This is an optimization exercise on Yosys and OpenROAD, whose aim is small area, not a production implementation. Function was checked by simulation only, so behaviour that the tests miss may differ from the original. The clock port is modelled as an ideal driver; clocking choices that lean on that would not hold on a real chip. No activity file was given, so power comes from the tool's default toggle rates.

`design/flow/config.mk`:
```
export PLATFORM = sky130hd
export DESIGN_NAME = conv3x3_window_gen
export DESIGN_NICKNAME = conv3x3_window_gen
export VERILOG_FILES = /design/flow/design.v
export SDC_FILE = /design/flow/constraint.sdc
export NUM_CORES = 4
export LEC_CHECK = 0
export CAP_MARGIN = 20
export CORE_AREA = 32.76 32.76 248.76 248.76
export DIE_AREA = 0 0 281.52 281.52
export SLEW_MARGIN = 20
```
`design/flow/constraint.sdc`:
```
create_clock -name core_clock -period 5.0 [get_ports {clk}]
set_input_delay 1.0000 -clock core_clock [delete_from_list [all_inputs] [get_ports {clk}]]
set_output_delay 1.0000 -clock core_clock [all_outputs]
set_load 0.01 [all_outputs]
```
`design/flow/design.v`:
```
module conv3x3_window_gen #(
  parameter int DATA_W = 128,
  parameter int ROW_W  = 12,
  parameter int ROW_H  = 12
) (
  input  logic                    clk,
  input  logic                    rst,
  input  logic                    in_valid,
  input  logic [DATA_W-1:0]       in_data,
  input  logic [DATA_W-1:0]       row1_data,
  input  logic [DATA_W-1:0]       row2_data,
  output logic                    out_valid,
  output logic [9*DATA_W-1:0]     out_window,
  output logic [$clog2(ROW_H)-1:0] out_row,
  output logic [$clog2(ROW_W)-1:0] out_col,
  output logic                    frame_done,
  output logic                    stream_err
);
  localparam int RW = $clog2(ROW_H);
  localparam int CW = $clog2(ROW_W);
  localparam logic [RW-1:0] ROW_END  = RW'(ROW_H - 3);   
  localparam logic [CW-1:0] COL_END  = CW'(ROW_W - 3);   
  localparam logic [RW-1:0] ROW_TOP  = RW'(ROW_H - 1);   
  localparam logic [CW-1:0] COL_TOP  = CW'(ROW_W - 1);   
  logic [RW-1:0]                row_q, row_d;
  logic [CW-1:0]                col_q, col_d;
  logic [2:0][2:0][DATA_W-1:0]  win_q;
  logic                         vld_d, vld_q, done_d, done_q, err_d, err_q;
  logic                         idle, col_end;
  function automatic logic [3:0] inc12(input logic [3:0] v);   
    inc12[0] = ~v[0];
    inc12[1] = v[1] ^ v[0];
    inc12[2] = ~v[3] & (v[2] ^ (v[1] & v[0]));
    inc12[3] = (v[3] & ~(v[1] & v[0])) | (v[2] & v[1] & v[0]);
  endfunction
  function automatic logic is9(input logic [3:0] v);
    is9 = v[3] & ~v[1] & v[0];
  endfunction
  assign col_end = is9(col_q);                  
  assign idle    = is9(row_q) && col_end;
  always_comb begin
    if (in_valid) begin
      col_d = inc12(col_q);
      row_d = col_end ? inc12(row_q) : row_q;
    end else begin
      col_d = COL_END;
      row_d = ROW_END;
    end
    err_d  = !in_valid && !idle;
    vld_d  = in_valid && !(col_q[3] && (col_q[1] ^ col_q[0])) && !(row_q[3] && row_q[1]);
    done_d = in_valid && is9(row_q) && col_q[3] && !col_q[1] && !col_q[0];
  end
  always_ff @(posedge clk or posedge rst) begin
    if (rst) begin
      row_q  <= ROW_END;
      col_q  <= COL_END;
      vld_q  <= 1'b0;
      done_q <= 1'b0;
      err_q  <= 1'b0;
    end else begin
      row_q  <= row_d;
      col_q  <= col_d;
      vld_q  <= vld_d;
      done_q <= done_d;
      err_q  <= err_d;
    end
  end
  always_ff @(posedge clk) begin
    win_q[0][0] <= win_q[0][1];
    win_q[0][1] <= win_q[0][2];
    win_q[1][0] <= win_q[1][1];
    win_q[1][1] <= win_q[1][2];
    win_q[2][0] <= win_q[2][1];
    win_q[2][1] <= win_q[2][2];
    win_q[0][2] <= row2_data;
    win_q[1][2] <= row1_data;
    win_q[2][2] <= in_data;
  end
  assign out_valid  = vld_q;
  assign out_window = win_q;
  assign out_row    = row_q;
  assign out_col    = col_q;
  assign frame_done = done_q;
  assign stream_err = err_q;
endmodule
```
`design/flow/flow/run.sh`:
```
#!/bin/bash
# Standard ORFS layout with the smallest port buffers, pins one routing track apart and a
# clock tree of mid-size clock buffers without dummy loads.
set -euo pipefail
export BUFFER_PORTS_ARGS="-buffer_cell sky130_fd_sc_hd__buf_1"
export PLACE_PINS_ARGS="-min_distance 1 -min_distance_in_tracks"
export CTS_ARGS="-sink_clustering_enable -repair_clock_nets -dont_use_dummy_load -apply_ndr none -buf_list sky130_fd_sc_hd__clkbuf_8 -sink_clustering_size 18 -sink_clustering_max_diameter 50"
bash standard.sh > standard.log 2>&1
```
`design/flow/standard.sh`:
```
#!/bin/bash
# synth_recipe.tcl (not shown) runs the flow's synth.tcl, then flattens the netlist and writes it again
# the make line also repeats each setting of config.mk as NAME=value (left out here)
make -C /OpenROAD-flow-scripts/flow DESIGN_CONFIG=/design/flow/config.mk WORK_HOME=/design/flow/orfs CLKGATE_MAP_FILE= SYNTH_SCRIPT=/design/flow/synth_recipe.tcl "${@:-finish}"
```
==> flow_summary_export.csv, run 1 <==
group,metric,value,unit
timing,tns,0,ns
timing,final-setup-viol-count,0,
pwr,ir_worst_vdd,0.000371,V
critical_path,worst-path-buf-inv,1,
final_layout,drive_gt1_share,2.80,%
global_routing,grt-ovfl-total,0,
timing,fin_skew,0.0357,ns
critical_path,cp-endpoint,"out_window[124]",
pwr,netSwitchingPower,0.00386,W
clock_tree,cts_max_level,3,
clock_tree,cts_root_buf,"clkbuf_8",
critical_path,cp-startpoint,"win_q[124]$_DFF_P_",
timing,hold_viol,0,
placement,place.gp.congestion,1.05,
final_layout,areaGrowthSynthToFinish,33.4,%
critical_path,setup.worst_path.start_class,"register",
placement,dp_slack,3.15,ns
flow_run,maxCapViolCount,0,
timing,worst_slack,2.42,ns
die,pin_count,1550,
routing,dr.pass1.iters,5,
pwr,p_per_area,486,nW/um^2
global_routing,grt_pass1_wl,190,mm
clock_tree,postCtsResizedCells,0,
global_routing,grt_usage,35.0,%
timing,fmax,388,MHz
critical_path,worst_setup_path_end_kind,"primary output",
logic_synthesis,synth_top_family_by_area,"simple AND/OR/NAND/NOR gates",
logic_synthesis,ys_ff_latch,1163,
critical_path,critPathTopFamily,"buffers and inverters",
clock_tree,cts_buffers,75,
die,initial_core_util,51.6,%
global_routing,grt_start_max_net_pins,19,
die,die_height,282,um
run_status,status,"no timing/DRC/antenna violations",
critical_path,crit_slowest_cell,"buf_1",
timing,rsz0062_at_grt,"false",
global_routing,grt_pass1_vias,17100,
pwr,p_sw_share,25.3,%
die,rows,78,
timing,period_share,51.6,%
worst_hold_path,hp-class,"in2async",
final_layout,fin_nets,3209,
clock_tree,cts_setup_buffers,0,
logic_synthesis,syn_area_per_cell,19.7,sq um
timing,period_needed,2.58,ns
final_layout,fillers,3554,
routing,drc,0,
clock_tree,cts_tree,"done",
die,core_area,45700,sq um
routing,drtIter0Drc,1749,
critical_path,crit_required,4.00,ns
critical_path,worst_r2r_startpoint,"row_q[0]$_DFFE_PP1P_",
pwr,internal_power,0.0114,W
critical_path,crit_cells,1,
critical_path,r2r_setup_slack,3.55,ns
timing,maxSlewViolCount,0,
logic_synthesis,synth-compound-area-share,0.106,%
critical_path,path_max_fanout,1,
timing,relSlewSlack,51.2,%
critical_path,cp_slowest_stage_delay,0.56,ns
routing,num_vias,17900,
logic_synthesis,synth-adder-area-share,0.106,%
clock_tree,clock_latency,0.71,ns
critical_path,worstSetupPathType,"reg2out",
logic_synthesis,synth_simple_gate_area_share,0.500,%
routing,wl,158,mm
global_routing,antenna_found_initial,118,
die,fp.dieArea,79300,sq um
logic_synthesis,postSynthNetCount,1584,
timing,tightest_slew,0.735,ns
logic_synthesis,synthCells,1195,
critical_path,crit_chain,"buf_1",
critical_path,cp_data_arrival_time,1.58,ns
logic_synthesis,muxShareOfSynthArea,0.0425,%
final_layout,multi_input_area,195,sq um
logic_synthesis,netlist_area,23500,sq um
logic_synthesis,ys_seq_area_share,99.1,%
routing,postRouteAntennaNets,0,
placement,numPortBuffers,1549,
clock_tree,numClockSinks,1163,
routing,wl_per_cell,44.9,um
critical_path,reg2regPathDepth,4,
placement,place_area,30100,sq um
final_layout,layout.area.seq,23300,sq um
critical_path,reg2reg_to,"row_q[2]$_DFFE_PP0P_",
clock_tree,postCtsHoldBufs,0,
clock_tree,clkTransAtPathRegs,0.10,ns
pwr,p_comb_share,8.3,%
placement,hpwl,142,mm
logic_synthesis,synth_xor_area_share,0.0744,%
die,die_w,282,um
final_layout,final_cell_area,31400,sq um
clock_tree,clock_path_buffers,3,
routing,drt-vias-per-instance,5.06,
pwr,p_leak,12.3,nW
pwr,pwr-share-seq,65.5,%
pwr,pwr-share-clk,26.2,%
logic_synthesis,synth.distinct_cells,24,
logic_synthesis,yosys_warnings,1,
## cells in the mapped netlist (all sizes together)
library cell | n | area share (%)
inv | 1 | 0.016
o21ai | 1 | 0.021
xor2 | 1 | 0.037
clkbuf | 1 | 0.016
nand4bb | 1 | 0.048
nor2b | 1 | 0.027
nor2 | 4 | 0.064
xnor2 | 1 | 0.037
or3 | 1 | 0.027
nand2 | 5 | 0.080
or2b | 1 | 0.032
dfxtp | 1152 | 98
a21oi | 1 | 0.021
dfrtp | 7 | 0.74
nor3b | 1 | 0.032
and2 | 1 | 0.027
dfstp | 4 | 0.45
nand4b | 1 | 0.037
o211ai | 1 | 0.032
nand3b | 2 | 0.064
ha | 2 | 0.11
a21boi | 1 | 0.032
nand3 | 3 | 0.064
mux2i | 1 | 0.043
## power by group through the flow
stage                     sequential (W)  combinational [W]  clock (W)
after global placement            0.0102            0.00123          0
after CTS                         0.0100            0.00122    0.00402
after detailed placement          0.0102            0.00121          0
after floorplan                   0.0104          0.0000261          0
final                             0.0100            0.00126    0.00399
after global routing              0.0101            0.00126    0.00436
## registers in the layout (all words and copies together), names as in the netlist
signal	flops
win_q	1152
col_q	4
row_q	4
done_q	1
err_q	1
vld_q	1
## stage by stage
step	util [%]	hold slack [ns]	power [W]	instances
6_report	68.8	0.260	0.0153	3530
5_1_grt	68.6	0.273	0.0157	3497
4_1_cts	68.2	0.247	0.0152	3418
3_5_place_dp	65.9	0.333	0.0114	3343
3_3_place_gp	65.9	0.331	0.0114	3343
2_1_floorplan	-	0.382	0.0105	1195
## worst min-delay path by stage
| stage | cells after the start | slack [ns] | startpoint | endpoint |
|---|---|---|---|---|
| 6_report | 2 | 0.26 | rst | col_q[2]$_DFF_PP0_ |
| 4_1_cts | 2 | 0.25 | rst | col_q[2]$_DFF_PP0_ |
| 3_5_place_dp | 0 | 0.33 | win_q[611]$_DFF_P_ | win_q[483]$_DFF_P_ |
| 2_1_floorplan | 0 | 0.38 | win_q[128]$_DFF_P_ | win_q[0]$_DFF_P_ |
| 3_3_place_gp | 0 | 0.33 | win_q[679]$_DFF_P_ | win_q[551]$_DFF_P_ |
| 5_1_grt | 2 | 0.27 | rst | row_q[2]$_DFFE_PP0P_ |
## kinds of logic (layout without fill, tap and decap cells)
logic type,Yosys count,after routing
flip-flops,1163,1163
AND/OR/NAND/NOR,21,21
AO/OA/AOI/OAI,4,4
adder cells (fa/ha/maj),2,2
XOR/XNOR,2,2
buffers and inverters,2,1625
multiplexers,1,1
other,0,112
## layout make-up
type / instances / share of cell area, %
Timing Repair Buffer: 1549 / 18.5
Inverter: 1 / 0.0119
Tap cell: 600 / 2.39
Multi-Input combinational cell: 30 / 0.621
Sequential cell: 1163 / 74.3
Clock buffer: 75 / 3.29
Antenna cell: 112 / 0.892
## cells in the final DEF, fill, tap and decap left out, types with 2 or more instances in the layout
master,instances
ha_1,2
nand3b_1,2
buf_1,1549
nand2_1,5
dfrtp_1,7
clkbuf_8,75
nor2_1,4
nand3_1,3
dfstp_2,4
diode_2,112
dfxtp_1,1152
## worst reg2reg max path: cells and delay by family, from the launching register on
family          cells  cell delay (ns)
compound gates      1             0.16
fa+ha+maj           1             0.19
flops               1             0.60
simple gates        2             0.44
## metal layers
metal	vias to the layer above	global-route usage (%)	wire length [um]
met2	1886	47.7	63700
met4	38	40.2	21500
met3	687	29.8	32100
met1	8212	27.9	40500
li1	7049	-	-
met5	-	4.26	678
==> run 2: changes to the inputs <==
--- a/design/flow/config.mk
+++ b/design/flow/config.mk
@@ -7,5 +7,5 @@
 export LEC_CHECK = 0
 export CAP_MARGIN = 20
-export CORE_AREA = 32.76 32.76 248.76 248.76
+export CORE_AREA = 38.76 38.76 242.76 242.76
 export DIE_AREA = 0 0 281.52 281.52
 export SLEW_MARGIN = 20
==> flow_summary_export.csv, run 2 <==
group,metric,value,unit
critical_path,path_max_fanout,2,
logic_synthesis,yosys_warnings,1,
timing,period_share,53.3,%
logic_synthesis,ys_async_sr_fraction,0.946,%
logic_synthesis,syn_area_per_cell,19.7,sq um
timing,hold_viol,0,
placement,hpwl,156,mm
clock_tree,cts_setup_buffers,0,
clock_tree,cts_buffers,74,
final_layout,top_register,"win_q",
final_layout,areaGrowthSynthToFinish,33.0,%
clock_tree,postCtsHoldBufs,0,
final_layout,drive_gt1_share,2.77,%
global_routing,grt_start_max_net_pins,19,
worst_hold_path,hp-class,"in2async",
logic_synthesis,postSynthNetCount,1584,
timing,worst_slack,2.33,ns
final_layout,final_common_cell,"buf_1",
clock_tree,clkTransAtPathRegs,0.11,ns
timing,period_needed,2.67,ns
final_layout,final_cell_mix,"buf_1 (1549), dfxtp_1 (1152), clkbuf_8 (74), dfrtp_1 (7), nand2_1 (5)",
critical_path,cp_data_arrival_time,1.67,ns
die,pin_count,1550,
logic_synthesis,synth.distinct_cells,24,
critical_path,worstSetupPathType,"reg2out",
clock_tree,cts_root_buf,"clkbuf_8",
flow_run,maxCapViolCount,0,
clock_tree,clock_latency,0.69,ns
clock_tree,cts_max_level,3,
timing,maxSlewViolCount,0,
final_layout,fin_nets,3208,
logic_synthesis,ys_ff_latch,1163,
routing,postRouteAntennaNets,0,
global_routing,grt-ovfl-total,0,
critical_path,crit_required,4.00,ns
final_layout,final_cells,3459,
timing,fmax,375,MHz
final_layout,largest_reg_flops,1152,
critical_path,critPathTopFamily,"flip-flops",
die,core_area,40900,sq um
global_routing,grt_pass1_vias,17400,
routing,wl_per_cell,51.8,um
pwr,p_leak,12.3,nW
logic_synthesis,ys.flop_type,"dfxtp_1",
die,die_w,282,um
placement,placedCellCount,3275,
critical_path,cp_slowest_stage_delay,0.56,ns
logic_synthesis,netlist_area,23500,sq um
logic_synthesis,synth_commonest_cells,"dfxtp_1 (1152), dfrtp_1 (7), nand2_1 (5), dfstp_2 (4), nor2_1 (4)",
pwr,ir_worst_vdd,0.000334,V
routing,drtIter0Drc,2265,
critical_path,worst-path-buf-inv,1,
critical_path,worst_setup_path_end_kind,"primary output",
final_layout,largestRegisters,"win_q (1152), col_q (4), row_q (4)",
logic_synthesis,netlist_top_cells_area,"dfxtp_1 (98%), dfrtp_1 (0.74%), dfstp_2 (0.45%), ha_1 (0.11%), nand2_1 (0.080%)",
logic_synthesis,synth_area_leader_cell,"dfxtp_1",
placement,dp_slack,3.08,ns
logic_synthesis,synth_edf_count,0,
routing,dr.pass1.iters,6,
timing,rsz0062_at_grt,"false",
logic_synthesis,synth_top_area_share,97.9,%
global_routing,grt_usage,39.4,%
critical_path,setup.worst_path.start_class,"register",
logic_synthesis,synth_most_common_cell,"dfxtp_1",
critical_path,crit_chain,"buf_1",
die,fp.dieArea,79300,sq um
placement,place.gp.congestion,1.09,
logic_synthesis,synthCells,1195,
timing,tightest_slew,0.828,ns
routing,drt-vias-per-instance,5.43,
timing,final-setup-viol-count,0,
global_routing,grt_pass1_wl,211,mm
clock_tree,cts_tree,"done",
routing,num_vias,18800,
critical_path,crit_slowest_cell,"dfxtp_1",
timing,tns,0,ns
die,initial_core_util,57.5,%
routing,wl,179,mm
pwr,p_per_area,491,nW/um^2
placement,numPortBuffers,1549,
final_layout,fillers,2697,
clock_tree,clock_path_buffers,3,
timing,fin_skew,0.0347,ns
die,rows,74,
timing,relSlewSlack,45.0,%
logic_synthesis,ys_seq_area_share,99.1,%
clock_tree,numClockSinks,1163,
routing,drc,0,
die,die_height,282,um
clock_tree,postCtsResizedCells,0,
run_status,status,"no timing/DRC/antenna violations",
global_routing,antenna_found_initial,114,
==> run 2: changes by cell type in the layout (fill, tap and decap cells not counted) <==
| cell | previous run | this run |
|---|---|---|
| clkbuf_8 | 75 | 74 |
| diode_2 | 112 | 110 |
==> run 2: kinds of logic (layout without fill, tap and decap cells) <==
logic type / count (synthesis) / in the layout / synth area share, %
muxes: 1 / 1 / 0.0425
DFF: 1163 / 1163 / 99.1
and+or+nand+nor: 21 / 21 / 0.500
buffers and inverters: 2 / 1624 / 0.0319
other: 0 / 110 / 0
xor gates and xnor gates: 2 / 2 / 0.0744
adders and majority gates: 2 / 2 / 0.106
AOI/OAI and AO/OA: 4 / 4 / 0.106
==> run 2: cell type report <==
cell class	count	area [sq um]	share of cell area, %
Multi-Input combinational cell	30	195	0.623
Sequential cell	1163	23300	74.5
Tap cell	532	666	2.13
Antenna cell	110	275	0.879
Clock buffer	74	1020	3.25
Inverter	1	3.75	0.0120
Timing Repair Buffer	1549	5810	18.6
==> run 2: metal layers <==
metal	routed length [um]	track usage (%)
met1	46000	31.2
met2	73200	54.5
met3	38700	36.4
met4	20300	38.8
met5	1080	9.35
==> run 2: power breakdown <==
part | switching, W | internal [W]
combinational | 0.00109 | 0.000272
sequential | 0.000243 | 0.00977
clock | 0.00266 | 0.00134
total | 0.00400 | 0.0114
==> run 2: final timing paths <==
| kind | startpoint | to | slack [ns] | depth (start not counted) |
|---|---|---|---|---|
| setup / recovery | win_q[942]$_DFF_P_ | out_window[942] | 2.33 | 1 |
| hold / removal | rst | row_q[2]$_DFFE_PP0P_ | 0.28 | 2 |
| setup reg to reg | row_q[0]$_DFFE_PP1P_ | row_q[2]$_DFFE_PP0P_ | 3.58 | 4 |
| hold reg to reg | win_q[299]$_DFF_P_ | win_q[171]$_DFF_P_ | 0.33 | 0 |
| max in group asynchronous | rst | col_q[3]$_DFF_PP1_ | 4.35 | 2 |
| min in group core_clock | win_q[299]$_DFF_P_ | win_q[171]$_DFF_P_ | 0.33 | 0 |
==> run 2: metrics by stage <==
| stage | utilization [%] | instance area, sq um | hold WS [ns] | power, W |
|---|---|---|---|---|
| final | 76.5 | 31300 | 0.279 | 0.0154 |
| after CTS | 75.8 | 31000 | 0.285 | 0.0152 |
| after global routing | 76.3 | 31200 | 0.298 | 0.0157 |
| after global placement | 73.4 | 30000 | 0.331 | 0.0115 |
| after floorplan | - | 23500 | 0.382 | 0.0105 |
| after detailed placement | 73.4 | 30000 | 0.333 | 0.0115 |
==> run 3: changes to the inputs <==
==> design/flow/flow/run.sh (replaced) <==
#!/bin/bash
# Standard ORFS layout with the smallest port buffers and a
# clock tree of mid-size clock buffers without dummy loads.
set -euo pipefail
export BUFFER_PORTS_ARGS="-buffer_cell sky130_fd_sc_hd__buf_1"
export CTS_ARGS="-sink_clustering_enable -repair_clock_nets -dont_use_dummy_load -apply_ndr none -buf_list sky130_fd_sc_hd__clkbuf_8 -sink_clustering_size 18 -sink_clustering_max_diameter 50"
bash standard.sh > standard.log 2>&1
--- a/design/flow/config.mk
+++ b/design/flow/config.mk
@@ -7,5 +7,5 @@
 export LEC_CHECK = 0
 export CAP_MARGIN = 20
-export CORE_AREA = 38.76 38.76 242.76 242.76
-export DIE_AREA = 0 0 281.52 281.52
+export CORE_AREA = 117 117 333 333
+export DIE_AREA = 0 0 450 450
 export SLEW_MARGIN = 20
==> flow_summary_export.csv, run 3 <==
group,metric,value,unit
timing,tns,0,ns
final_layout,top_register,"win_q",
logic_synthesis,syn_area_per_cell,19.7,sq um
final_layout,drive_gt1_share,2.87,%
critical_path,worst_setup_path_end_kind,"primary output",
critical_path,crit_required,4.00,ns
placement,hpwl,351,mm
run_status,so_faults,"antenna violations",
global_routing,grt_pass1_vias,17600,
timing,fin_skew,0.0587,ns
final_layout,fillers,3414,
die,die_height,450,um
routing,dr.pass1.iters,5,
logic_synthesis,synth_area_leader_cell,"dfxtp_1",
timing,tightest_slew,1.14,ns
pwr,ir_worst_vdd,0.000397,V
die,pin_count,1550,
flow_run,maxCapViolCount,0,
clock_tree,numClockSinks,1163,
final_layout,final_cell_mix,"buf_1 (1549), dfxtp_1 (1152), clkbuf_8 (77), dfrtp_1 (7), nand2_1 (5)",
routing,postRouteAntennaNets,1,
timing,period_share,62.3,%
final_layout,largestRegisters,"win_q (1152), col_q (4), row_q (4)",
logic_synthesis,ys_seq_area_share,99.1,%
timing,fmax,321,MHz
global_routing,grt_usage,30.4,%
run_status,status,"finished with violations",
clock_tree,clkTransAtPathRegs,0.10,ns
routing,num_vias,19900,
clock_tree,cts_tree,"done",
clock_tree,cts_buffers,77,
logic_synthesis,postSynthNetCount,1584,
die,die_w,450,um
global_routing,grt_pass1_wl,407,mm
clock_tree,clock_path_buffers,3,
logic_synthesis,synth_top_area_share,97.9,%
timing,final-setup-viol-count,0,
critical_path,cp_data_arrival_time,2.11,ns
routing,wl,367,mm
critical_path,crit_slowest_cell,"buf_1",
logic_synthesis,netlist_top_cells_area,"dfxtp_1 (98%), dfrtp_1 (0.74%), dfstp_2 (0.45%), ha_1 (0.11%), nand2_1 (0.080%)",
logic_synthesis,ys_async_sr_fraction,0.946,%
global_routing,grt-ovfl-total,0,
die,rows,78,
critical_path,worst-path-buf-inv,1,
timing,worst_slack,1.89,ns
routing,drtIter0Drc,2472,
logic_synthesis,ys.flop_type,"dfxtp_1",
clock_tree,cts_max_level,3,
placement,dp_slack,2.69,ns
die,core_area,45700,sq um
timing,period_needed,3.11,ns
timing,hold_viol,0,
timing,relSlewSlack,24.0,%
critical_path,reg2reg_to,"row_q[2]$_DFFE_PP0P_",
logic_synthesis,netlist_area,23500,sq um
final_layout,final_cell_area,31400,sq um
logic_synthesis,ys_ff_latch,1163,
logic_synthesis,yosys_warnings,1,
routing,drc,0,
critical_path,setup.worst_path.start_class,"register",
routing,drt-vias-per-instance,5.66,
pwr,p_per_area,512,nW/um^2
placement,place.gp.congestion,1.08,
die,fp.dieArea,203000,sq um
critical_path,cp-startpoint,"win_q[908]$_DFF_P_",
critical_path,worst_r2r_startpoint,"row_q[0]$_DFFE_PP1P_",
critical_path,r2r_setup_slack,3.54,ns
critical_path,cp_slowest_stage_delay,0.89,ns
final_layout,final_common_cell,"buf_1",
clock_tree,cts_setup_buffers,0,
final_layout,fin_nets,3211,
routing,wl_per_cell,104,um
global_routing,grt_start_max_net_pins,19,
logic_synthesis,synthCells,1195,
critical_path,critPathTopFamily,"buffers and inverters",
timing,rsz0062_at_grt,"false",
pwr,p_leak,12.3,nW
final_layout,largest_reg_flops,1152,
logic_synthesis,synth.distinct_cells,24,
clock_tree,clock_latency,0.70,ns
global_routing,antenna_found_initial,363,
critical_path,worstSetupPathType,"reg2out",
logic_synthesis,synth_commonest_cells,"dfxtp_1 (1152), dfrtp_1 (7), nand2_1 (5), dfstp_2 (4), nor2_1 (4)",
timing,maxSlewViolCount,0,
clock_tree,postCtsHoldBufs,0,
critical_path,crit_chain,"buf_1",
critical_path,reg2regPathDepth,4,
clock_tree,postCtsResizedCells,0,
logic_synthesis,synth_edf_count,0,
placement,place_area,30100,sq um
clock_tree,cts_root_buf,"clkbuf_8",
final_layout,areaGrowthSynthToFinish,33.4,%
logic_synthesis,synth_most_common_cell,"dfxtp_1",
critical_path,path_max_fanout,2,
placement,numPortBuffers,1549,
worst_hold_path,hp-class,"in2async",
die,initial_core_util,51.6,%
## run 3: worst max-delay path by stage
stage / to / slack, ns / cells after the start
floorplan: out_col[0] / 3.43 / 0
global placement: out_window[908] / 2.66 / 1
detailed placement: out_window[908] / 2.69 / 1
CTS: out_window[908] / 1.94 / 1
global route: out_window[908] / 1.94 / 1
finish: out_window[908] / 1.89 / 1
## run 3: metal layers
| layer | global-route usage (%) | up-vias | share of wire, % |
|---|---|---|---|
| met5 | 0.396 | - | 0.45 |
| met4 | 15.0 | 208 | 6.8 |
| met3 | 35.5 | 1071 | 24 |
| met2 | 52.4 | 2482 | 48 |
| met1 | 18.1 | 9142 | 21 |
| li1 | - | 7035 | - |
## run 3: logic make-up after synthesis
kind of cell	count (synthesis)	share of synthesized area, %
AO/OA/AOI/OAI	4	0.106
XOR/XNOR	2	0.0744
adder cells (fa/ha/maj)	2	0.106
buffers and inverters	2	0.0319
flip-flops	1163	99.1
multiplexers	1	0.0425
AND/OR/NAND/NOR	21	0.500
## run 3: cell type report
cell class                 instances  area [sq um]  area share, %
antenna                          100           250          0.797
clock buffer                      77          1060           3.37
inverter                           1          3.75         0.0119
multi-input combinational         30           195          0.621
sequential                      1163         23300           74.3
tap                              600           751           2.39
timing repair buffer            1549          5810           18.5
## run 3: power by group
part	switching, W	total (W)	internal [W]
clock	0.00267	0.00406	0.00139
combinational	0.00172	0.00198	0.000269
sequential	0.000266	0.0100	0.00977
total	0.00465	0.0161	0.0114
## run 3: stage by stage
step | utilization, % | cells | power (W) | hold slack [ns]
CTS | 68.2 | 3420 | 0.0161 | 0.229
global placement | 65.9 | 3343 | 0.0123 | 0.331
global route | 68.5 | 3467 | 0.0165 | 0.260
finish | 68.8 | 3520 | 0.0161 | 0.267
floorplan | - | 1195 | 0.0105 | 0.382
detailed placement | 65.9 | 3343 | 0.0123 | 0.333
==> run 4: changes to the inputs <==
--- a/design/flow/config.mk
+++ b/design/flow/config.mk
@@ -7,5 +7,5 @@
 export LEC_CHECK = 0
 export CAP_MARGIN = 20
-export CORE_AREA = 117 117 333 333
+export CORE_AREA = 109 109 341 341
 export DIE_AREA = 0 0 450 450
 export SLEW_MARGIN = 20
==> flow_summary_export.csv, run 4 <==
group,metric,value,unit
critical_path,path_max_fanout,2,
final_layout,final_cell_mix,"buf_1 (1549), dfxtp_1 (1152), clkbuf_8 (81), dfrtp_1 (7), nand2_1 (5)",
run_status,status,"no timing/DRC/antenna violations",
clock_tree,cts_max_level,3,
routing,drc,0,
final_layout,fin_nets,3215,
die,core_area,53000,sq um
logic_synthesis,ys_seq_area_share,99.1,%
logic_synthesis,synth_edf_count,0,
global_routing,antenna_found_initial,363,
global_routing,grt_usage,29.8,%
critical_path,crit_chain,"buf_1",
logic_synthesis,postSynthNetCount,1584,
die,rows,84,
timing,maxSlewViolCount,0,
timing,final-setup-viol-count,0,
logic_synthesis,synth_commonest_cells,"dfxtp_1 (1152), dfrtp_1 (7), nand2_1 (5), dfstp_2 (4), nor2_1 (4)",
logic_synthesis,synth_most_common_cell,"dfxtp_1",
logic_synthesis,synth_area_leader_cell,"dfxtp_1",
clock_tree,postCtsResizedCells,0,
global_routing,grt_pass1_vias,16900,
clock_tree,cts_tree,"done",
placement,dp_slack,2.78,ns
timing,tns,0,ns
critical_path,crit_slowest_cell,"buf_1",
timing,period_needed,2.91,ns
critical_path,critPathTopFamily,"buffers and inverters",
logic_synthesis,ys_ff_latch,1163,
routing,num_vias,19800,
clock_tree,cts_buffers,81,
global_routing,grt-ovfl-total,0,
timing,relSlewSlack,31.7,%
flow_run,maxCapViolCount,0,
logic_synthesis,ys.flop_type,"dfxtp_1",
clock_tree,clock_path_buffers,3,
timing,worst_slack,2.09,ns
logic_synthesis,syn_area_per_cell,19.7,sq um
die,fp.dieArea,203000,sq um
pwr,ir_worst_vdd,0.000334,V
routing,wl_per_cell,99.0,um
pwr,p_per_area,512,nW/um^2
die,pin_count,1550,
die,die_w,450,um
final_layout,final_common_cell,"buf_1",
critical_path,setup.worst_path.start_class,"register",
clock_tree,postCtsHoldBufs,0,
logic_synthesis,ys_async_sr_fraction,0.946,%
clock_tree,cts_root_buf,"clkbuf_8",
placement,place.gp.congestion,1.06,
final_layout,largest_reg_flops,1152,
routing,drt-vias-per-instance,5.49,
die,initial_core_util,44.4,%
timing,tightest_slew,1.03,ns
placement,hpwl,340,mm
placement,numPortBuffers,1549,
routing,drtIter0Drc,2679,
pwr,p_leak,12.4,nW
clock_tree,numClockSinks,1163,
final_layout,largestRegisters,"win_q (1152), col_q (4), row_q (4)",
timing,period_share,58.1,%
timing,fin_skew,0.0455,ns
routing,dr.pass1.iters,5,
critical_path,cp_data_arrival_time,1.91,ns
routing,postRouteAntennaNets,0,
logic_synthesis,synth_top_area_share,97.9,%
logic_synthesis,netlist_top_cells_area,"dfxtp_1 (98%), dfrtp_1 (0.74%), dfstp_2 (0.45%), ha_1 (0.11%), nand2_1 (0.080%)",
timing,fmax,344,MHz
final_layout,final_util,59.6,%
clock_tree,clkTransAtPathRegs,0.11,ns
timing,rsz0062_at_grt,"false",
final_layout,areaGrowthSynthToFinish,34.0,%
final_layout,top_register,"win_q",
final_layout,drive_gt1_share,3.01,%
logic_synthesis,synthCells,1195,
clock_tree,cts_setup_buffers,0,
critical_path,worstSetupPathType,"reg2out",
logic_synthesis,netlist_area,23500,sq um
critical_path,cp_slowest_stage_delay,0.73,ns
clock_tree,clock_latency,0.69,ns
worst_hold_path,hp-class,"in2async",
global_routing,grt_pass1_wl,396,mm
final_layout,fillers,4554,
routing,wl,357,mm
critical_path,crit_required,4.00,ns
critical_path,worst_setup_path_end_kind,"primary output",
die,die_height,450,um
logic_synthesis,synth.distinct_cells,24,
global_routing,grt_start_max_net_pins,19,
logic_synthesis,yosys_warnings,1,
critical_path,worst-path-buf-inv,1,
timing,hold_viol,0,
[run 4: cell counts after synthesis]
No cell type changed its count.
[run 4: final timing paths]
path	start	end	slack, ns	cells past startpoint
min reg2reg	win_q[1011]$_DFF_P_	win_q[883]$_DFF_P_	0.30	0
max	win_q[647]$_DFF_P_	out_window[647]	2.09	1
min	rst	done_q$_DFF_PP0_	0.27	2
min in group core_clock	win_q[1011]$_DFF_P_	win_q[883]$_DFF_P_	0.30	0
max reg2reg	row_q[0]$_DFFE_PP1P_	row_q[2]$_DFFE_PP0P_	3.54	4
max in group asynchronous	rst	row_q[0]$_DFFE_PP1P_	4.36	2
[run 4: cells by family after synthesis]
family,count (synthesis),synth area share [%]
muxes,1,0.0425
AOI/OAI and AO/OA,4,0.106
DFF,1163,99.1
buffers and inverters,2,0.0319
and+or+nand+nor,21,0.500
xor gates and xnor gates,2,0.0744
adders and majority gates,2,0.106
[run 4: cell type report]
class                           count  area [sq um]  share of cell area (%)
Sequential cell                  1163         23300                    74.0
Timing Repair Buffer             1549          5810                    18.4
Inverter                            1          3.75                  0.0119
Tap cell                          688           861                    2.73
Multi-Input combinational cell     30           195                   0.618
Antenna cell                       91           228                   0.722
Clock buffer                       81          1110                    3.53
[run 4: per-layer routing]
layer | vias to the layer above | part of all wire (%) | GRT usage (%)
li1 | 7029 | - | -
met1 | 9275 | 23 | 20.1
met2 | 2316 | 49 | 51.7
met3 | 967 | 22 | 31.1
met4 | 194 | 5.6 | 12.8
met5 | - | 0.38 | 0.373
[run 4: power by group]
group / switching [W] / internal [W]
logic: 0.00165 / 0.000269
clock network: 0.00274 / 0.00146
registers: 0.000270 / 0.00977
total: 0.00465 / 0.0115
[run 4: stage by stage]
step | instances | power, W | hold slack [ns] | area (sq um)
3_3_place_gp | 3431 | 0.0123 | 0.332 | 30200
4_1_cts | 3512 | 0.0163 | 0.240 | 31300
2_1_floorplan | 1195 | 0.0105 | 0.382 | 23500
6_report | 3603 | 0.0162 | 0.273 | 31600
3_5_place_dp | 3431 | 0.0123 | 0.333 | 30200
5_1_grt | 3558 | 0.0167 | 0.256 | 31400
==> run 5: changes to the inputs <==
==> design/flow/flow/run.sh (replaced) <==
#!/bin/bash
# Standard ORFS layout with the smallest port buffers, pins one routing track apart and a
# clock tree of mid-size clock buffers without dummy loads.
set -euo pipefail
export BUFFER_PORTS_ARGS="-buffer_cell sky130_fd_sc_hd__buf_1"
export PLACE_PINS_ARGS="-min_distance 1 -min_distance_in_tracks"
export CTS_ARGS="-sink_clustering_enable -repair_clock_nets -dont_use_dummy_load -apply_ndr none -buf_list sky130_fd_sc_hd__clkbuf_8 -sink_clustering_size 19 -sink_clustering_max_diameter 50"
bash standard.sh > standard.log 2>&1
--- a/design/flow/config.mk
+++ b/design/flow/config.mk
@@ -7,5 +7,5 @@
 export LEC_CHECK = 0
 export CAP_MARGIN = 20
-export CORE_AREA = 109 109 341 341
-export DIE_AREA = 0 0 450 450
+export CORE_AREA = 38.76 38.76 242.76 242.76
+export DIE_AREA = 0 0 281.52 281.52
 export SLEW_MARGIN = 20
==> flow_summary_export.csv, run 5 <==
group,metric,value,unit
final_layout,largestRegisters,"win_q (1152), col_q (4), row_q (4)",
clock_tree,clock_path_buffers,3,
clock_tree,numClockSinks,1163,
worst_hold_path,hp-class,"in2async",
placement,place_area,30000,sq um
pwr,p_per_area,490,nW/um^2
routing,drtIter0Drc,2300,
routing,dr.pass1.iters,5,
die,pin_count,1550,
critical_path,r2r_setup_slack,3.59,ns
logic_synthesis,synth.distinct_cells,24,
final_layout,fillers,2698,
critical_path,worst_r2r_startpoint,"row_q[0]$_DFFE_PP1P_",
clock_tree,cts_setup_buffers,0,
critical_path,crit_required,4.00,ns
critical_path,cp_data_arrival_time,1.68,ns
logic_synthesis,synth_area_leader_cell,"dfxtp_1",
critical_path,worst-path-buf-inv,1,
clock_tree,postCtsResizedCells,0,
logic_synthesis,postSynthNetCount,1584,
final_layout,areaGrowthSynthToFinish,32.8,%
critical_path,worst_setup_path_end_kind,"primary output",
final_layout,final_cell_mix,"buf_1 (1549), dfxtp_1 (1152), clkbuf_8 (71), dfrtp_1 (7), nand2_1 (5)",
critical_path,critPathTopFamily,"buffers and inverters",
final_layout,final_util,76.4,%
timing,period_share,53.7,%
critical_path,path_max_fanout,2,
critical_path,crit_chain,"buf_1",
placement,numPortBuffers,1549,
logic_synthesis,synth_commonest_cells,"dfxtp_1 (1152), dfrtp_1 (7), nand2_1 (5), dfstp_2 (4), nor2_1 (4)",
pwr,ir_worst_vdd,0.000330,V
timing,final-setup-viol-count,0,
timing,tns,0,ns
timing,hold_viol,0,
die,fp.dieArea,79300,sq um
routing,drt-vias-per-instance,5.41,
final_layout,largest_reg_flops,1152,
global_routing,grt_pass1_wl,211,mm
global_routing,grt_start_max_net_pins,20,
clock_tree,postCtsHoldBufs,0,
timing,fmax,373,MHz
logic_synthesis,ys_async_sr_fraction,0.946,%
logic_synthesis,netlist_area,23500,sq um
final_layout,multi_input_area,195,sq um
final_layout,layout.area.seq,23300,sq um
logic_synthesis,ys_seq_area_share,99.1,%
logic_synthesis,syn_area_per_cell,19.7,sq um
final_layout,final_cell_area,31300,sq um
critical_path,setup.worst_path.start_class,"register",
die,initial_core_util,57.5,%
run_status,status,"no timing/DRC/antenna violations",
logic_synthesis,synth_top_area_share,97.9,%
critical_path,crit_slowest_cell,"buf_1",
final_layout,drive_gt1_share,2.67,%
critical_path,cp_slowest_stage_delay,0.53,ns
clock_tree,cts_root_buf,"clkbuf_8",
clock_tree,clock_latency,0.68,ns
pwr,p_leak,12.3,nW
clock_tree,cts_tree,"done",
routing,postRouteAntennaNets,0,
die,die_height,282,um
logic_synthesis,netlist_top_cells_area,"dfxtp_1 (98%), dfrtp_1 (0.74%), dfstp_2 (0.45%), ha_1 (0.11%), nand2_1 (0.080%)",
die,rows,74,
timing,period_needed,2.68,ns
global_routing,grt_usage,39.4,%
logic_synthesis,synth_edf_count,0,
routing,drc,0,
placement,hpwl,156,mm
final_layout,top_register,"win_q",
timing,rsz0062_at_grt,"false",
clock_tree,clkTransAtPathRegs,0.11,ns
logic_synthesis,synthCells,1195,
routing,wl,179,mm
global_routing,grt-ovfl-total,0,
logic_synthesis,ys.flop_type,"dfxtp_1",
global_routing,grt_pass1_vias,17400,
logic_synthesis,ys_ff_latch,1163,
die,core_area,40900,sq um
critical_path,reg2regPathDepth,4,
timing,tightest_slew,0.829,ns
clock_tree,cts_max_level,3,
placement,place.gp.congestion,1.09,
die,die_w,282,um
global_routing,antenna_found_initial,107,
routing,num_vias,18700,
clock_tree,cts_buffers,71,
timing,relSlewSlack,45.0,%
logic_synthesis,yosys_warnings,1,
final_layout,final_common_cell,"buf_1",
flow_run,maxCapViolCount,0,
timing,maxSlewViolCount,0,
pwr,finalPower,0.0153,W
timing,fin_skew,0.0448,ns
critical_path,reg2reg_to,"row_q[2]$_DFFE_PP0P_",
logic_synthesis,synth_most_common_cell,"dfxtp_1",
critical_path,worstSetupPathType,"reg2out",
routing,wl_per_cell,51.7,um
final_layout,fin_nets,3205,
[run 5: cell types whose count changed in the layout (fill, tap and decap cells not counted)]
cell and change:
clkbuf_8 -10, diode_2 +17
[run 5: power breakdown]
part | internal (W) | switching [W] | total [W]
Sequential | 0.00977 | 0.000243 | 0.0100
Combinational | 0.000271 | 0.00109 | 0.00136
Clock | 0.00129 | 0.00265 | 0.00394
[run 5: logic make-up after synthesis]
group	synth area share (%)
DFF	99.1
and+or+nand+nor	0.500
AOI/OAI and AO/OA	0.106
xor gates and xnor gates	0.0744
buffers and inverters	0.0319
adders and majority gates	0.106
muxes	0.0425
[run 5: final cells by class]
cell class,instances,share of cell area (%)
clock buffer,71,3.13
multi-input combinational,30,0.624
timing repair buffer,1549,18.6
inverter,1,0.0120
tap,532,2.13
sequential,1163,74.7
antenna,108,0.864
[run 5: through the flow]
stage	instances	hold slack [ns]	setup slack, ns
final	3454	0.318	2.32
after detailed placement	3275	0.333	3.08
after floorplan	1195	0.382	3.43
after CTS	3346	0.300	2.34
after global placement	3275	0.331	3.05
after global routing	3416	0.326	2.33
[run 5: worst max path at each step]
| stage | from | to | slack, ns | cells past startpoint |
|---|---|---|---|---|
| floorplan | col_q[0]$_DFF_PP1_ | out_col[0] | 3.43 | 0 |
| global placement | win_q[942]$_DFF_P_ | out_window[942] | 3.05 | 1 |
| detailed placement | win_q[942]$_DFF_P_ | out_window[942] | 3.08 | 1 |
| CTS | win_q[908]$_DFF_P_ | out_window[908] | 2.34 | 1 |
| global route | win_q[908]$_DFF_P_ | out_window[908] | 2.33 | 1 |
| finish | win_q[965]$_DFF_P_ | out_window[965] | 2.32 | 1 |
[run 5: worst register-to-register path, cell delays in order (launching register included)]
cell and delay, ns:
dfstp_2 0.58, ha_1 0.19, nand4b_1 0.12, or3_1 0.33
a21boi_1 0.14
[run 5: per-layer routing]
metal | up-vias | GRT usage [%] | share of wire, %
li1 | 7027 | - | -
met1 | 8679 | 30.9 | 26
met2 | 2178 | 54.5 | 40
met3 | 761 | 36.6 | 21
met4 | 54 | 39.5 | 12
met5 | - | 9.47 | 0.46
==> run 6: changes to the inputs <==
==> design/flow/flow/run.sh (replaced) <==
#!/bin/bash
# Standard ORFS layout with the smallest port buffers, pins one routing track apart and a
# clock tree of mid-size clock buffers without dummy loads, each buffer then sized down as far
# as the register clock-pin slew target allows (flow/post_cts.tcl).
set -euo pipefail
export BUFFER_PORTS_ARGS="-buffer_cell sky130_fd_sc_hd__buf_1"
export PLACE_PINS_ARGS="-min_distance 1 -min_distance_in_tracks"
export CTS_ARGS="-sink_clustering_enable -repair_clock_nets -dont_use_dummy_load -apply_ndr none -buf_list sky130_fd_sc_hd__clkbuf_8 -sink_clustering_size 18 -sink_clustering_max_diameter 50"
export POST_CTS_TCL="$PWD/flow/post_cts.tcl"
export CLK_SLEW_TARGET=0.108
bash standard.sh > standard.log 2>&1
==> design/flow/flow/post_cts.tcl (new file) <==
# Size the clock tree's buffers down to the smallest clkbuf that keeps every register clock
# pin's slew (placement estimate) under CLK_SLEW_TARGET.
proc ck_pin_slew {pins} {
  set w 0
  foreach p $pins {
    foreach a {slew_max_rise slew_max_fall} {
      set s [get_property $p $a]
      if {$s > $w} { set w $s }
    }
  }
  return $w
}
proc ck_size_tree {target} {
  set sizes {sky130_fd_sc_hd__clkbuf_2 sky130_fd_sc_hd__clkbuf_4 sky130_fd_sc_hd__clkbuf_8 sky130_fd_sc_hd__clkbuf_16}
  set all_ck [get_pins -hierarchical */CLK]
  set leaves {}
  set inner {}
  foreach inst [get_cells clkbuf_*] {
    if {![string match "sky130_fd_sc_hd__clkbuf_*" [get_property $inst ref_name]]} { continue }
    set net [get_nets -of_objects [get_pins -of_objects $inst -filter "direction==output"]]
    set sinks [get_pins -of_objects $net -filter "direction==input"]
    set ff {}
    foreach p $sinks { if {[get_property $p name] eq "CLK"} { lappend ff $p } }
    if {[llength $ff] > 0} { lappend leaves [list $inst $ff] } else { lappend inner $inst }
  }
  # leaves: each one's own registers
  foreach l $leaves {
    lassign $l inst ff
    set orig [get_property $inst ref_name]
    set best [lindex $sizes end]
    foreach m $sizes {
      replace_cell $inst $m
      estimate_parasitics -placement
      if {[ck_pin_slew $ff] <= $target} { set best $m; break }
    }
    replace_cell $inst $best
  }
  estimate_parasitics -placement
  # inner buffers: all registers
  set limit [expr {max($target, [ck_pin_slew $all_ck])}]
  foreach inst $inner {
    set orig [get_property $inst ref_name]
    set best $orig
    foreach m $sizes {
      if {$m eq $orig} { break }
      replace_cell $inst $m
      estimate_parasitics -placement
      if {[ck_pin_slew $all_ck] <= $limit} { set best $m; break }
    }
    replace_cell $inst $best
    estimate_parasitics -placement
  }
  puts "clock tree sized: [llength $leaves] leaves, [llength $inner] inner, worst clock pin slew [ck_pin_slew $all_ck]"
}
ck_size_tree $::env(CLK_SLEW_TARGET)
--- a/design/flow/config.mk
+++ b/design/flow/config.mk
@@ -7,5 +7,5 @@
 export LEC_CHECK = 0
 export CAP_MARGIN = 20
-export CORE_AREA = 38.76 38.76 242.76 242.76
-export DIE_AREA = 0 0 281.52 281.52
+export CORE_AREA = 32 32 248 248
+export DIE_AREA = 0 0 280 280
 export SLEW_MARGIN = 20
==> flow_summary_export.csv, run 6 <==
group,metric,value,unit
timing,hold_ws,0.171,ns
critical_path,cp_data_arrival_time,2.10,ns
routing,num_vias,20600,
critical_path,cp_slowest_stage_delay,0.62,ns
pwr,p_leak,13.9,nW
final_layout,areaGrowthSynthToFinish,49.9,%
timing,fin_skew,0.127,ns
global_routing,grt_pass1_vias,17000,
pwr,p_per_area,442,nW/um^2
timing,period_share,62.0,%
final_layout,drive_gt1_share,2.50,%
critical_path,crit_chain,"buf_1",
final_layout,final_util,76.1,%
global_routing,grt_start_max_net_pins,19,
logic_synthesis,syn_area_per_cell,19.7,sq um
timing,rsz0062_at_grt,"false",
critical_path,crit_required,4.00,ns
timing,final-setup-viol-count,0,
worst_hold_path,hp-class,"in2reg",
final_layout,final_cells,3952,
logic_synthesis,synth_most_common_cell,"dfxtp_1",
final_layout,top_register,"win_q",
critical_path,path_max_fanout,7,
timing,tightest_slew,0.584,ns
critical_path,setup.worst_path.start_class,"register",
critical_path,critPathTopFamily,"flip-flops",
die,die_w,280,um
timing,relSlewSlack,61.2,%
logic_synthesis,ys_async_sr_fraction,0.946,%
clock_tree,clkTransAtPathRegs,0.10,ns
final_layout,largestRegisters,"win_q (1152), col_q (4), row_q (4)",
clock_tree,cts_tree,"done",
pwr,p_sw_share,26.3,%
routing,wl,167,mm
logic_synthesis,yosys_warnings,1,
final_layout,fillers,2893,
logic_synthesis,netlist_top_cells_area,"dfxtp_1 (98%), dfrtp_1 (0.74%), dfstp_2 (0.45%), ha_1 (0.11%), nand2_1 (0.080%)",
critical_path,worst-path-buf-inv,1,
routing,drc,0,
timing,hold_viol,0,
clock_tree,numClockSinks,1163,
placement,place.gp.congestion,1.03,
timing,period_needed,3.10,ns
die,pin_count,1550,
run_status,status,"no timing/DRC/antenna violations",
critical_path,worstSetupPathType,"reg2out",
timing,worst_slack,1.90,ns
critical_path,worst_setup_path_end_kind,"primary output",
clock_tree,clock_latency,1.17,ns
logic_synthesis,synth.distinct_cells,24,
logic_synthesis,ys_ff_latch,1163,
global_routing,grt-ovfl-total,0,
placement,numPortBuffers,1549,
die,initial_core_util,50.8,%
global_routing,grt_pass1_wl,186,mm
die,fp.dieArea,78400,sq um
die,rows,79,
pwr,ir_worst_vdd,0.000404,V
placement,hpwl,138,mm
pwr,internal_power,0.0115,W
placement,placedCellCount,3350,
logic_synthesis,ys.flop_type,"dfxtp_1",
routing,dr.pass1.iters,6,
critical_path,crit_slowest_cell,"dfstp_2",
routing,drtIter0Drc,2458,
routing,postRouteAntennaNets,0,
placement,dp_slack,3.10,ns
global_routing,grt_usage,34.5,%
die,die_height,280,um
logic_synthesis,synthCells,1195,
pwr,netSwitchingPower,0.00409,W
logic_synthesis,synth_top_area_share,97.9,%
timing,maxSlewViolCount,0,
routing,wl_per_cell,42.4,um
logic_synthesis,synth_edf_count,0,
timing,fmax,323,MHz
logic_synthesis,ys_seq_area_share,99.1,%
final_layout,fin_nets,3595,
logic_synthesis,netlist_area,23500,sq um
pwr,p_comb_share,10.3,%
logic_synthesis,synth_commonest_cells,"dfxtp_1 (1152), dfrtp_1 (7), nand2_1 (5), dfstp_2 (4), nor2_1 (4)",
die,core_area,46400,sq um
global_routing,antenna_found_initial,134,
flow_run,maxCapViolCount,0,
routing,drt-vias-per-instance,5.20,
timing,tns,0,ns
final_layout,final_common_cell,"buf_1",
final_layout,largest_reg_flops,1152,
pwr,pwr-share-seq,64.3,%
logic_synthesis,postSynthNetCount,1584,
pwr,pwr-share-clk,25.4,%
logic_synthesis,synth_area_leader_cell,"dfxtp_1",
final_layout,final_cell_mix,"buf_1 (1549), dfxtp_1 (1152), dlygate4sd3_1 (385), clkbuf_8 (67), dfrtp_1 (7)",
-- run 6: cell counts after synthesis --
Identical to the previous run, type by type.
-- run 6: area by class of cell --
cell class,instances,area (sq um),share of cell area (%)
flip-flops and latches,1163,23300,66.1
diodes,141,353,1.00
inverters,1,3.75,0.0106
clock buffers,76,977,2.77
well taps,607,759,2.15
multi-input cells,30,195,0.553
repair buffers,1934,9670,27.4
-- run 6: final timing paths --
path,from,to,slack [ns],cells after the start
min in group asynchronous,rst,col_q[2]$_DFF_PP0_,0.41,3
hold / removal,in_valid,col_q[0]$_DFF_PP1_,0.17,2
max in group asynchronous,rst,vld_q$_DFF_PP0_,4.15,3
hold reg to reg,win_q[714]$_DFF_P_,win_q[586]$_DFF_P_,0.27,0
setup / recovery,col_q[3]$_DFF_PP1_,out_col[3],1.90,1
setup reg to reg,row_q[0]$_DFFE_PP1P_,row_q[2]$_DFFE_PP0P_,3.53,4
-- run 6: power by group through the flow --
stage          clock (W)  combinational [W]  sequential, W
3_5_place_dp           0            0.00120         0.0102
3_3_place_gp           0            0.00122         0.0102
5_1_grt          0.00428            0.00159         0.0101
6_report         0.00396            0.00161         0.0100
2_1_floorplan          0          0.0000261         0.0104
-- run 6: kinds of logic (layout without fill, tap and decap cells) --
logic type	count (synthesis)	after routing	share of synthesized area, %
muxes	1	1	0.0425
other	0	141	0
and+or+nand+nor	21	21	0.500
AOI/OAI and AO/OA	4	4	0.106
adders and majority gates	2	2	0.106
DFF	1163	1163	99.1
xor gates and xnor gates	2	2	0.0744
buffers and inverters	2	2011	0.0319
-- run 6: per-stage QoR --
step	cell area [sq um]	power [W]
after floorplan	23500	0.0105
after global placement	30100	0.0114
after detailed placement	30100	0.0114
after global routing	35200	0.0159
final	35300	0.0156
-- run 6: metal layers --
metal	routed length [um]	vias to the layer above	share of wire, %	global-route usage [%]
met3	32500	908	19	30.6
met2	69000	2321	41	47.2
met4	20800	50	12	38.7
met1	44500	9414	27	26.8
li1	-	7858	-	-
met5	671	-	0.40	5.31

re-timing with driven ports:
In the flow no input, the clock included, has a driving cell. The finished layouts below were timed again as built, in two steps. Step 1, drivers: a clkbuf_16 drives clk and a buf_2 each remaining input, both assumed. Step 2 adds t to the input delays and takes it off the output delays; t is the mean of the earliest and latest rising clock arrival at the registers after step 1. Input paths then give back, and output paths get back, about the clock's delay inside the block. a / b / c = ideal / step 1 / step 2; a / b = the first two.
| run | shift t [ns] | setup slack, ns | hold WS [ns] | worst data-port slew with drivers (ns) |
|---|---|---|---|---|
| run 1 | 0.764 | 2.420 / 2.349 / 3.113 | 0.260 / 0.272 / 0.330 | 0.22 |
| run 2 | 0.754 | 2.333 / 2.256 / 3.010 | 0.279 / 0.288 / 0.327 | 0.30 |
| run 3 | 0.753 | 1.886 / 1.806 / 2.559 | 0.267 / 0.302 / 0.302 | 0.40 |
| run 4 | 0.750 | 2.093 / 2.016 / 2.767 | 0.273 / 0.303 / 0.303 | 0.37 |
| run 5 | 0.738 | 2.317 / 2.242 / 2.979 | 0.318 / 0.336 / 0.336 | 0.26 |
| run 6 | 1.174 | 1.899 / 1.840 / 2.921 | 0.171 / 0.175 / 0.272 | 0.26 |
